Context: an optimization exercise on an open-source flow, tuned for small area. The choices shown serve that exercise and are no tape-out recipe. Only simulation tests tie the RTL to the original design; equivalence was not proved. No driver is modelled on the clock port, so clock power and skew are understated where the tree is cut down; a real chip needs a root buffer or a tree. Power and IR drop assume default switching activity.

// ball_controller
module ball_controller (
	input  logic       clk,
	input  logic       rst,
	input  logic [9:0] team1_pos,
	input  logic [9:0] team2_pos,
	input  logic [3:0] buttons,
	output logic [19:0] ball_pos,
	output logic       score_team1,
	output logic       score_team2
);
Settings: LEC_CHECK=0, ABC_AREA=1, CAP_MARGIN=0, CORE_MARGIN=2, CORE_UTILIZATION=40, CTS_BUF_LIST=sky130_fd_sc_hd__clkbuf_8, SLEW_MARGIN=0; clock period 25.0 ns.
standard.sh (not shown) runs the stock make flow with config.mk's settings and CLKGATE_MAP_FILE= SYNTH_SCRIPT=/design/flow/synth_recipe.tcl, a recipe that flattens the netlist after the stock synthesis.
==> flow/flow/run.sh <==
#!/bin/bash
# Own layout flow: the standard flow (standard.sh), with these changes.
# 1. Synthesis: the standard synthesis script (same passes and the same
#    flip-flop mapping, so the same registers) but without the full/half-adder
#    extraction and the Kogge-Stone carry map, and with an area-oriented ABC
#    script (abc_template.script) for the combinational logic. The script's
#    random restructuring (&deepsyn) is tried with SEEDS seeds, each with and
#    without a dc2 pass before it, each in its own ORFS work folder, and the
#    smallest netlist is kept and carried on through the rest of the flow.
# 2. Port buffers use the smallest buffer cell (buf_1) instead of the
#    default pick (every input and output port still gets its buffer), and
#    the clock tree uses clkbuf_8 without a dummy balancing load.
# Each tool's output goes to a log file in this folder.
set -euo pipefail
W=$(pwd)
F=$W/flow
prep() {
	# $1 scripts folder, $2 ABC script
	rm -rf "$1"
	cp -r "$FLOW_HOME/scripts" "$1"
	python3 - "$1" "$2" <<'PY'
import sys
s = sys.argv[1]
p = s + '/synth.tcl'
t = open(p).read()
a = t.index('# Technology mapping of adders')
b = t.index('# Technology mapping of latches')
t = t[:a] + t[b:]
t = t.replace('"-extra-map $::env(FLOW_HOME)/platforms/common/lcu_kogge_stone.v"', '""')
open(p, 'w').write(t)
open(s + '/abc_area.script', 'w').write(open(sys.argv[2]).read())
PY
}
area() {
	grep "Chip area for module" "$1/reports/sky130hd/ball_controller/base/synth_stat.txt" | awk '{print $NF}'
}
SEEDS=16
names=()
for i in $(seq 0 $((SEEDS - 1))); do
	for p in a b; do
		n=d$i$p
		names+=("$n")
		o="dc2"
		[[ $p == b ]] && o="balance"
		sed -e "s/@SEED@/$i/" -e "s/@PRE@/$o/" "$F/abc_template.script" > "$W/abc_$n.script"
		prep "$W/scripts_$n" "$W/abc_$n.script"
	done
done
# run the trials, NUM_CORES at a time
pids=()
for n in "${names[@]}"; do
	bash standard.sh WORK_HOME="$W/try_$n" SCRIPTS_DIR="$W/scripts_$n" ABC_AREA=1 synth > "synth_$n.log" 2>&1 &
	pids+=($!)
	if (( ${#pids[@]} >= ${NUM_CORES:-4} )); then
		wait "${pids[0]}" || true
		pids=("${pids[@]:1}")
	fi
done
for p in "${pids[@]}"; do wait "$p" || true; done
best=""
bestarea=""
for n in "${names[@]}"; do
	if [[ -f "$W/try_$n/results/sky130hd/ball_controller/base/1_synth.odb" ]]; then
		ar=$(area "$W/try_$n")
		echo "$n $ar" >> synth_trials.log
		if [[ -z "$best" ]] || python3 -c "import sys; sys.exit(0 if $ar < $bestarea else 1)"; then
			best=$n; bestarea=$ar
		fi
	fi
done
echo "chosen $best $bestarea" >> synth_trials.log
rm -rf "$W/orfs"
mv "$W/try_$best" "$W/orfs"
for n in "${names[@]}"; do
	rm -rf "$W/try_$n"
	[[ "$n" == "$best" ]] || rm -rf "$W/scripts_$n"
done
bash standard.sh SCRIPTS_DIR="$W/scripts_$best" BUFFER_PORTS_ARGS="-buffer_cell sky130_fd_sc_hd__buf_1" \
	CTS_ARGS="-sink_clustering_enable -repair_clock_nets -buf_list sky130_fd_sc_hd__clkbuf_8 -dont_use_dummy_load" \
	> layout.log 2>&1
==> flow/flow/abc_template.script <==
strash
@PRE@
&get -n
&deepsyn -S @SEED@ -T 40
&put
dc2
&get -n
&dch -f
&nf -R 1000
&put
==> next run, changes <==
--- a/flow/flow/run.sh
+++ b/flow/flow/run.sh
@@ -9,6 +9,2 @@
 #    smallest netlist is kept and carried on through the rest of the flow.
-# 2. Port buffers use the smallest buffer cell (buf_1) instead of the
-#    default pick (every input and output port still gets its buffer), and
-#    the clock tree uses clkbuf_8 without a dummy balancing load.
-# Each tool's output goes to a log file in this folder.
 set -euo pipefail
@@ -36,3 +32,3 @@
 }
-SEEDS=16
+SEEDS=32
 names=()
@@ -79,2 +75,3 @@
 	CTS_ARGS="-sink_clustering_enable -repair_clock_nets -buf_list sky130_fd_sc_hd__clkbuf_8 -dont_use_dummy_load" \
+	POST_CTS_TCL="$F/noroot.tcl" \
 	> layout.log 2>&1
==> flow/flow/noroot.tcl (new file) <==
set block [ord::get_db_block]
set clk_net [[$block findBTerm clk] getNet]
set roots {}
set leaves {}
foreach inst [$block getInsts] {
	if {![string match "sky130_fd_sc_hd__clkbuf_*" [[$inst getMaster] getName]]} { continue }
	foreach it [$inst getITerms] {
		if {[$it isInputSignal] && [$it getNet] != "NULL"} {
			if {[[$it getNet] getId] == [$clk_net getId]} {
				lappend roots $inst
			} else {
				lappend leaves $inst
			}
		}
	}
}
puts "noroot: [llength $roots] root, [llength $leaves] leaf clock buffers"
if {[llength $roots] == 1 && [llength $leaves] >= 1 && [llength $leaves] <= 4} {
	set root [lindex $roots 0]
	set rnet ""
	foreach it [$root getITerms] {
		if {[$it isOutputSignal]} { set rnet [$it getNet] }
	}
	# every load of the root net must be a leaf buffer input
	set ok 1
	set loads {}
	foreach it [$rnet getITerms] {
		if {[$it getInst] == $root} { continue }
		if {[lsearch $leaves [$it getInst]] < 0} { set ok 0 }
		lappend loads $it
	}
	if {$ok} {
		foreach it $loads {
			$it disconnect
			$it connect $clk_net
		}
		odb::dbInst_destroy $root
		odb::dbNet_destroy $rnet
		puts "noroot: removed [llength $roots] root buffer, clock port drives [llength $loads] leaf buffers"
	}
}
=> Area after synthesis stays the same. Register-to-register slack gets better by 0.02 ns. Core utilization fell by 0.27 points. Fmax fell by 1.0%. Routed wire length fell by 1.0%.
==> next run, changes <==
--- a/flow/flow/run.sh
+++ b/flow/flow/run.sh
@@ -2,9 +2,2 @@
 # Own layout flow: the standard flow (standard.sh), with these changes.
-# 1. Synthesis: the standard synthesis script (same passes and the same
-#    flip-flop mapping, so the same registers) but without the full/half-adder
-#    extraction and the Kogge-Stone carry map, and with an area-oriented ABC
-#    script (abc_template.script) for the combinational logic. The script's
-#    random restructuring (&deepsyn) is tried with SEEDS seeds, each with and
-#    without a dc2 pass before it, each in its own ORFS work folder, and the
-#    smallest netlist is kept and carried on through the rest of the flow.
 set -euo pipefail
@@ -32,6 +25,6 @@
 }
-SEEDS=32
+SEEDS=24
 names=()
 for i in $(seq 0 $((SEEDS - 1))); do
-	for p in a b; do
+	for p in a b c; do
 		n=d$i$p
@@ -39,4 +32,6 @@
 		o="dc2"
+		e=""
 		[[ $p == b ]] && o="balance"
-		sed -e "s/@SEED@/$i/" -e "s/@PRE@/$o/" "$F/abc_template.script" > "$W/abc_$n.script"
+		[[ $p == c ]] && e="-E 20"
+		sed -e "s/@SEED@/$i/" -e "s/@PRE@/$o/" -e "s/@NF@/$e/" "$F/abc_template.script" > "$W/abc_$n.script"
 		prep "$W/scripts_$n" "$W/abc_$n.script"
==> flow/flow/abc_template.script (replaced) <==
strash
@PRE@
&get -n
&deepsyn -S @SEED@ -T 40
&put
dc2
&get -n
&dch -f
&nf -R 1000 @NF@
&put
Effect:
- The new run finished clean
- synthesized cell count is lower by 0.71%
- count of clock-buffer cells in the layout is unchanged
- final area decreases by 0.70%
- via count went up by 3.3%
==> next run, changes <==
--- a/flow/flow/run.sh
+++ b/flow/flow/run.sh
@@ -25,3 +25,3 @@
 }
-SEEDS=24
+SEEDS=48
 names=()
@@ -39,3 +39,4 @@
 done
-# run the trials, NUM_CORES at a time
+# run the trials, one per CPU at a time (synthesis is single-threaded)
+PAR=$(nproc)
 pids=()
@@ -44,3 +45,3 @@
 	pids+=($!)
-	if (( ${#pids[@]} >= ${NUM_CORES:-4} )); then
+	if (( ${#pids[@]} >= PAR )); then
 		wait "${pids[0]}" || true
Routed wire length is unchanged.
Sequential share of layout area stays the same.
Count of clock-buffer cells in the layout is unchanged.
Critical path depth does not change.
Synthesized area does not change.
Power is unchanged.

* * *

Another version of the RTL of ball_controller (not shown whole).
Size in the first run: roughly 310 cells after synthesis, about 2100 sq um of cells after synthesis.
export LEC_CHECK = 0
export ABC_AREA = 1
export CAP_MARGIN = 20
export CORE_MARGIN = 2
export CORE_UTILIZATION = 40
export CTS_BUF_LIST = sky130_fd_sc_hd__clkbuf_8
export SLEW_MARGIN = 20
create_clock -name core_clock -period 25.0 [get_ports {clk}]
==> flow/flow/run.sh <==
#!/bin/bash
# Own layout flow: the standard flow, with two changes.
# 1. Synthesis: the standard synthesis script (same passes, same flip-flop
#    mapping, so the same registers) but without the full/half-adder
#    extraction and the Kogge-Stone carry map, and with a stronger
#    area-oriented ABC script for the combinational logic.
# 2. Port buffers use the smallest buffer cell (buf_1) instead of the
#    default pick (every input and output port still gets its buffer), and
#    the clock tree uses clkbuf_8 without a dummy balancing load.
set -euo pipefail
W=$(pwd)
S=$W/myscripts
rm -rf "$S"
cp -r "$FLOW_HOME/scripts" "$S"
python3 - "$S" "$W/flow/abc_area.script" <<'PY'
import sys, re
s = sys.argv[1]
p = s + '/synth.tcl'
t = open(p).read()
a = t.index('# Technology mapping of adders')
b = t.index('# Technology mapping of latches')
t = t[:a] + t[b:]
t = t.replace('"-extra-map $::env(FLOW_HOME)/platforms/common/lcu_kogge_stone.v"', '""')
open(p, 'w').write(t)
open(s + '/abc_area.script', 'w').write(open(sys.argv[2]).read())
PY
bash standard.sh SCRIPTS_DIR="$S" ABC_AREA=1 synth > synth.log 2>&1
bash standard.sh BUFFER_PORTS_ARGS="-buffer_cell sky130_fd_sc_hd__buf_1" \
	CTS_ARGS="-sink_clustering_enable -repair_clock_nets -buf_list sky130_fd_sc_hd__clkbuf_8 -dont_use_dummy_load" \
	> layout.log 2>&1
==> flow/flow/abc_area.script <==
strash
dc2
&get -n
&deepsyn -T 30
&put
dc2
&get -n
&dch -f
&nf -R 1000
&put
Change:
--- a/flow/flow/run.sh
+++ b/flow/flow/run.sh
@@ -29 +29 @@
-	CTS_ARGS="-sink_clustering_enable -repair_clock_nets -buf_list sky130_fd_sc_hd__clkbuf_8 -dont_use_dummy_load" \
+	CTS_ARGS="-sink_clustering_enable -repair_clock_nets -buf_list sky130_fd_sc_hd__clkbuf_8 -dont_use_dummy_load -sink_clustering_size 40 -sink_clustering_max_diameter 400" \
The changed run completed without violations.
Final cell count does not change.
Sequential share of layout area stays the same.
Routed wire length does not change.
Maximum frequency does not change.
Total power is unchanged.
Combinational power is about the same.
Cell area does not change.
Register-to-register slack stays flat.

* * *

## run A
ball_controller, a different RTL version from the one above (not shown whole).
Size: about 26 flip-flops, ~2100 µm² of cells after synthesis.
## ball_controller
module ball_controller (
	input  logic       clk,
	input  logic       rst,
	input  logic [9:0] team1_pos,
	input  logic [9:0] team2_pos,
	input  logic [3:0] buttons,
	output logic [19:0] ball_pos,
	output logic       score_team1,
	output logic       score_team2
);
clock: 25.0 ns
lec_check: 0
abc_area: 1
cap_margin: 20
core_margin: 2
core_utilization: 40
cts_buf_list: sky130_fd_sc_hd__clkbuf_8
slew_margin: 20
==> flow/flow/run.sh <==
#!/bin/bash
# Own layout flow: the standard flow (standard.sh), with these changes.
# 1. Synthesis: the standard synthesis script (same passes and the same
#    flip-flop mapping, so the same registers) but without the full/half-adder
#    extraction and the Kogge-Stone carry map, and with an area-oriented ABC
#    script (abc_template.script) for the combinational logic. The script's
#    random restructuring (&deepsyn) is tried with SEEDS seeds, each with and
#    without pin permutation in the mapper (&nf -p), each in its own ORFS
#    work folder, and the smallest netlist is kept and carried on through
#    the rest of the flow.
# 2. Port buffers use the smallest buffer cell (buf_1) instead of the
#    default pick (every input and output port still gets its buffer), and
#    the clock tree uses clkbuf_8 without a dummy balancing load.
# Each tool's output goes to a log file in this folder.
set -euo pipefail
W=$(pwd)
F=$W/flow
prep() {
	# $1 scripts folder, $2 ABC script
	rm -rf "$1"
	cp -r "$FLOW_HOME/scripts" "$1"
	python3 - "$1" "$2" <<'PY'
import sys
s = sys.argv[1]
p = s + '/synth.tcl'
t = open(p).read()
a = t.index('# Technology mapping of adders')
b = t.index('# Technology mapping of latches')
t = t[:a] + t[b:]
t = t.replace('"-extra-map $::env(FLOW_HOME)/platforms/common/lcu_kogge_stone.v"', '""')
open(p, 'w').write(t)
open(s + '/abc_area.script', 'w').write(open(sys.argv[2]).read())
PY
}
area() {
	grep "Chip area for module" "$1/reports/sky130hd/ball_controller/base/synth_stat.txt" | awk '{print $NF}'
}
SEEDS=12
names=()
for i in $(seq 0 $((SEEDS - 1))); do
	for p in n p; do
		n=d$i$p
		names+=("$n")
		o=""
		[[ $p == p ]] && o="-p"
		sed -e "s/@SEED@/$i/" -e "s/@NFOPT@/$o/" "$F/abc_template.script" > "$W/abc_$n.script"
		prep "$W/scripts_$n" "$W/abc_$n.script"
	done
done
# run the trials, NUM_CORES at a time
pids=()
for n in "${names[@]}"; do
	bash standard.sh WORK_HOME="$W/try_$n" SCRIPTS_DIR="$W/scripts_$n" ABC_AREA=1 synth > "synth_$n.log" 2>&1 &
	pids+=($!)
	if (( ${#pids[@]} >= ${NUM_CORES:-4} )); then
		wait "${pids[0]}" || true
		pids=("${pids[@]:1}")
	fi
done
for p in "${pids[@]}"; do wait "$p" || true; done
best=""
bestarea=""
for n in "${names[@]}"; do
	if [[ -f "$W/try_$n/results/sky130hd/ball_controller/base/1_synth.odb" ]]; then
		ar=$(area "$W/try_$n")
		echo "$n $ar" >> synth_trials.log
		if [[ -z "$best" ]] || python3 -c "import sys; sys.exit(0 if $ar < $bestarea else 1)"; then
			best=$n; bestarea=$ar
		fi
	fi
done
echo "chosen $best $bestarea" >> synth_trials.log
rm -rf "$W/orfs"
mv "$W/try_$best" "$W/orfs"
for n in "${names[@]}"; do
	rm -rf "$W/try_$n"
	[[ "$n" == "$best" ]] || rm -rf "$W/scripts_$n"
done
bash standard.sh SCRIPTS_DIR="$W/scripts_$best" BUFFER_PORTS_ARGS="-buffer_cell sky130_fd_sc_hd__buf_1" \
	CTS_ARGS="-sink_clustering_enable -repair_clock_nets -buf_list sky130_fd_sc_hd__clkbuf_8 -dont_use_dummy_load" \
	> layout.log 2>&1
==> flow/flow/abc_template.script <==
strash
dc2
&get -n
&deepsyn -S @SEED@ -T 30
&put
dc2
&get -n
&dch -f
&nf @NFOPT@ -R 1000
&put
Run A went all the way through synthesis, placement and routing and the layout is clean on timing, DRC and antenna.
For run B, these inputs were changed with respect to run A:
- SLEW_MARGIN changed from 20 to 0
- CAP_MARGIN changed from 20 to 0
-- flow/flow/run.sh --
<<< run A, line 6
#    script (abc_template.script) for the combinational logic. The script's
#    random restructuring (&deepsyn) is tried with SEEDS seeds, each with and
#    without pin permutation in the mapper (&nf -p), each in its own ORFS
#    work folder, and the smallest netlist is kept and carried on through
#    the rest of the flow.
# 2. Port buffers use the smallest buffer cell (buf_1) instead of the
#    default pick (every input and output port still gets its buffer), and
>>> run B, line 6
#    script (abc_template.script) for the combinational logic. The script's
#    random restructuring (&deepsyn) is tried with SEEDS seeds, each with and
#    without a dc2 pass before it, each in its own ORFS work folder, and the
#    smallest netlist is kept and carried on through the rest of the flow.
# 2. Port buffers use the smallest buffer cell (buf_1) instead of the
#    default pick (every input and output port still gets its buffer), and
<<< run A, line 36
	grep "Chip area for module" "$1/reports/sky130hd/ball_controller/base/synth_stat.txt" | awk '{print $NF}'
}
SEEDS=12
names=()
for i in $(seq 0 $((SEEDS - 1))); do
	for p in n p; do
		n=d$i$p
		names+=("$n")
		o=""
		[[ $p == p ]] && o="-p"
		sed -e "s/@SEED@/$i/" -e "s/@NFOPT@/$o/" "$F/abc_template.script" > "$W/abc_$n.script"
		prep "$W/scripts_$n" "$W/abc_$n.script"
	done
>>> run B, line 35
	grep "Chip area for module" "$1/reports/sky130hd/ball_controller/base/synth_stat.txt" | awk '{print $NF}'
}
SEEDS=16
names=()
for i in $(seq 0 $((SEEDS - 1))); do
	for p in a b; do
		n=d$i$p
		names+=("$n")
		o="dc2"
		[[ $p == b ]] && o="balance"
		sed -e "s/@SEED@/$i/" -e "s/@PRE@/$o/" "$F/abc_template.script" > "$W/abc_$n.script"
		prep "$W/scripts_$n" "$W/abc_$n.script"
	done
==> flow/flow/abc_template.script <==
strash
@PRE@
&get -n
&deepsyn -S @SEED@ -T 40
&put
dc2
&get -n
&dch -f
&nf -R 1000
&put
--- outcome ---
- Most common cell after layout, fill and taps aside = sky130_fd_sc_hd__buf_1: run B; most common cell after layout, fill and taps aside = sky130_fd_sc_hd__nor2_1: run A
- Compared with run A, overall routed net length in run B decreased slightly.
- In the flow results for run A and run B, the logic depth of the worst register-to-register path is larger on run A.
- In the final design statistics, run B uses fewer standard cells in total than run A.
- The first-pass GRT wire length number comes out lower for run B vs run A.
- NOTE: clock transition at the registers of the reported paths in run B falls short of that of run A
- On total power, run A and run B are neck and neck.
- Compared with run A, final instance area in run B decreased slightly.
Inputs modified between run B and run C:
-- flow/flow/run.sh --
<<< run B, line 8
#    without a dc2 pass before it, each in its own ORFS work folder, and the
#    smallest netlist is kept and carried on through the rest of the flow.
# 2. Port buffers use the smallest buffer cell (buf_1) instead of the
#    default pick (every input and output port still gets its buffer), and
#    the clock tree uses clkbuf_8 without a dummy balancing load.
# Each tool's output goes to a log file in this folder.
set -euo pipefail
W=$(pwd)
>>> run C, line 8
#    without a dc2 pass before it, each in its own ORFS work folder, and the
#    smallest netlist is kept and carried on through the rest of the flow.
set -euo pipefail
W=$(pwd)
<<< run B, line 35
	grep "Chip area for module" "$1/reports/sky130hd/ball_controller/base/synth_stat.txt" | awk '{print $NF}'
}
SEEDS=16
names=()
for i in $(seq 0 $((SEEDS - 1))); do
>>> run C, line 31
	grep "Chip area for module" "$1/reports/sky130hd/ball_controller/base/synth_stat.txt" | awk '{print $NF}'
}
SEEDS=32
names=()
for i in $(seq 0 $((SEEDS - 1))); do
<<< run B, line 78
bash standard.sh SCRIPTS_DIR="$W/scripts_$best" BUFFER_PORTS_ARGS="-buffer_cell sky130_fd_sc_hd__buf_1" \
	CTS_ARGS="-sink_clustering_enable -repair_clock_nets -buf_list sky130_fd_sc_hd__clkbuf_8 -dont_use_dummy_load" \
	> layout.log 2>&1
>>> run C, line 74
bash standard.sh SCRIPTS_DIR="$W/scripts_$best" BUFFER_PORTS_ARGS="-buffer_cell sky130_fd_sc_hd__buf_1" \
	CTS_ARGS="-sink_clustering_enable -repair_clock_nets -buf_list sky130_fd_sc_hd__clkbuf_8 -dont_use_dummy_load" \
	POST_CTS_TCL="$F/noroot.tcl" \
	> layout.log 2>&1
==> flow/flow/noroot.tcl (new file) <==
set block [ord::get_db_block]
set clk_net [[$block findBTerm clk] getNet]
set roots {}
set leaves {}
foreach inst [$block getInsts] {
	if {![string match "sky130_fd_sc_hd__clkbuf_*" [[$inst getMaster] getName]]} { continue }
	foreach it [$inst getITerms] {
		if {[$it isInputSignal] && [$it getNet] != "NULL"} {
			if {[[$it getNet] getId] == [$clk_net getId]} {
				lappend roots $inst
			} else {
				lappend leaves $inst
			}
		}
	}
}
puts "noroot: [llength $roots] root, [llength $leaves] leaf clock buffers"
if {[llength $roots] == 1 && [llength $leaves] >= 1 && [llength $leaves] <= 4} {
	set root [lindex $roots 0]
	set rnet ""
	foreach it [$root getITerms] {
		if {[$it isOutputSignal]} { set rnet [$it getNet] }
	}
	# every load of the root net must be a leaf buffer input
	set ok 1
	set loads {}
	foreach it [$rnet getITerms] {
		if {[$it getInst] == $root} { continue }
		if {[lsearch $leaves [$it getInst]] < 0} { set ok 0 }
		lappend loads $it
	}
	if {$ok} {
		foreach it $loads {
			$it disconnect
			$it connect $clk_net
		}
		odb::dbInst_destroy $root
		odb::dbNet_destroy $rnet
		puts "noroot: removed [llength $roots] root buffer, clock port drives [llength $loads] leaf buffers"
	}
}
Results
- Between run B and run C, the number of filler cells placed in the layout figures differ only marginally.
- Run C contains fewer vias than run B.
- The multi-input logic portion of the cell area of run C is higher than that of run B.
- Re sequential standard cell area: no difference whatsoever between run B and run C.
- Growth of design area from synthesis to finish for run C: 0.66 points down relative to run B
- Total non-filler cell area in the finished layout: run C vs run B down 0.58%
- Global-route wire length before repair, run B and run C: lower on run C
The inputs of run D differ from those of run C as listed below.
==> flow/flow/run.sh <==
#!/bin/bash
# Own layout flow: the standard flow (standard.sh), with these changes.
set -euo pipefail
W=$(pwd)
F=$W/flow
prep() {
	# $1 scripts folder, $2 ABC script
	rm -rf "$1"
	cp -r "$FLOW_HOME/scripts" "$1"
	python3 - "$1" "$2" <<'PY'
import sys
s = sys.argv[1]
p = s + '/synth.tcl'
t = open(p).read()
a = t.index('# Technology mapping of adders')
b = t.index('# Technology mapping of latches')
t = t[:a] + t[b:]
t = t.replace('"-extra-map $::env(FLOW_HOME)/platforms/common/lcu_kogge_stone.v"', '""')
open(p, 'w').write(t)
open(s + '/abc_area.script', 'w').write(open(sys.argv[2]).read())
PY
}
area() {
	grep "Chip area for module" "$1/reports/sky130hd/ball_controller/base/synth_stat.txt" | awk '{print $NF}'
}
SEEDS=24
names=()
for i in $(seq 0 $((SEEDS - 1))); do
	for p in a b c; do
		n=d$i$p
		names+=("$n")
		o="dc2"
		e=""
		[[ $p == b ]] && o="balance"
		[[ $p == c ]] && e="-E 20"
		sed -e "s/@SEED@/$i/" -e "s/@PRE@/$o/" -e "s/@NF@/$e/" "$F/abc_template.script" > "$W/abc_$n.script"
		prep "$W/scripts_$n" "$W/abc_$n.script"
	done
done
# run the trials, one per CPU at a time (synthesis is single-threaded)
PAR=$(nproc)
pids=()
for n in "${names[@]}"; do
	bash standard.sh WORK_HOME="$W/try_$n" SCRIPTS_DIR="$W/scripts_$n" ABC_AREA=1 synth > "synth_$n.log" 2>&1 &
	pids+=($!)
	if (( ${#pids[@]} >= PAR )); then
		wait "${pids[0]}" || true
		pids=("${pids[@]:1}")
	fi
done
for p in "${pids[@]}"; do wait "$p" || true; done
best=""
bestarea=""
for n in "${names[@]}"; do
	if [[ -f "$W/try_$n/results/sky130hd/ball_controller/base/1_synth.odb" ]]; then
		ar=$(area "$W/try_$n")
		echo "$n $ar" >> synth_trials.log
		if [[ -z "$best" ]] || python3 -c "import sys; sys.exit(0 if $ar < $bestarea else 1)"; then
			best=$n; bestarea=$ar
		fi
	fi
done
echo "chosen $best $bestarea" >> synth_trials.log
rm -rf "$W/orfs"
mv "$W/try_$best" "$W/orfs"
for n in "${names[@]}"; do
	rm -rf "$W/try_$n"
	[[ "$n" == "$best" ]] || rm -rf "$W/scripts_$n"
done
bash standard.sh SCRIPTS_DIR="$W/scripts_$best" BUFFER_PORTS_ARGS="-buffer_cell sky130_fd_sc_hd__buf_1" \
	CTS_ARGS="-sink_clustering_enable -repair_clock_nets -buf_list sky130_fd_sc_hd__clkbuf_8 -dont_use_dummy_load" \
	POST_CTS_TCL="$F/noroot.tcl" \
	> layout.log 2>&1
==> flow/flow/abc_template.script <==
strash
@PRE@
&get -n
&deepsyn -S @SEED@ -T 40
&put
dc2
&get -n
&dch -f
&nf -R 1000 @NF@
&put
==> comparison <==
- Summary of run D over run C: worst supply voltage drop on vdd did not really move; met1 layer wirelength in the final routing has remained practically unchanged.
- Re via count of the first global-routing pass: no difference whatsoever between run C and run D.
- Diff run D..run C | final antenna-violating net count | unchanged

-- afterwards: timing with drivers on the ports --
In the flow no input, the clock included, has a driving cell. The finished layouts below were timed again as built, in two steps.
Step 1 sets driving cells, clkbuf_16 on the clock port and buf_2 on the other inputs (assumed; they add their load-dependent delay and slew).
Step 2 times the ports against the registers' clock, not the clock port: input delays grow and output delays shrink by t, the midpoint of the rising clock arrivals with the driver on.
Slacks: ideal / step 1 / step 2; pairs: ideal / step 1.
run | shift t [ns] | slack for setup (ns) | worst setup path after step 2 | latest minus earliest clock arrival (ns) | worst register clock-pin slew, ns
the first run of note 1 | 0.294 | 14.155 / 14.158 / 13.863 | input to register | 0.011 / 0.011 | 0.09 / 0.09
the second run of note 1 | 0.179 | 14.040 / 14.051 / 13.872 | input to register | 0.010 / 0.010 | 0.09 / 0.09
the third run of note 1 | 0.182 | 14.225 / 14.235 / 14.052 | input to register | 0.011 / 0.011 | 0.09 / 0.09
the fourth run of note 1 | 0.182 | 14.225 / 14.235 / 14.052 | input to register | 0.011 / 0.011 | 0.09 / 0.09
the first run of note 2 | 0.302 | 14.967 / 14.974 / 14.671 | input to register | 0.021 / 0.021 | 0.11 / 0.11
the second run of note 2 | 0.302 | 14.967 / 14.974 / 14.671 | input to register | 0.021 / 0.021 | 0.11 / 0.11
run A | 0.296 | 10.229 / 10.196 / 10.196 | input to output | 0.006 / 0.006 | 0.10 / 0.10
run B | 0.293 | 10.299 / 10.271 / 10.271 | input to output | 0.005 / 0.005 | 0.09 / 0.09
run C | 0.177 | 10.308 / 10.279 / 10.279 | input to output | 0.005 / 0.005 | 0.09 / 0.09
run D | 0.177 | 10.308 / 10.279 / 10.279 | input to output | 0.005 / 0.005 | 0.09 / 0.09
After both steps setup and hold are still met in every run listed.
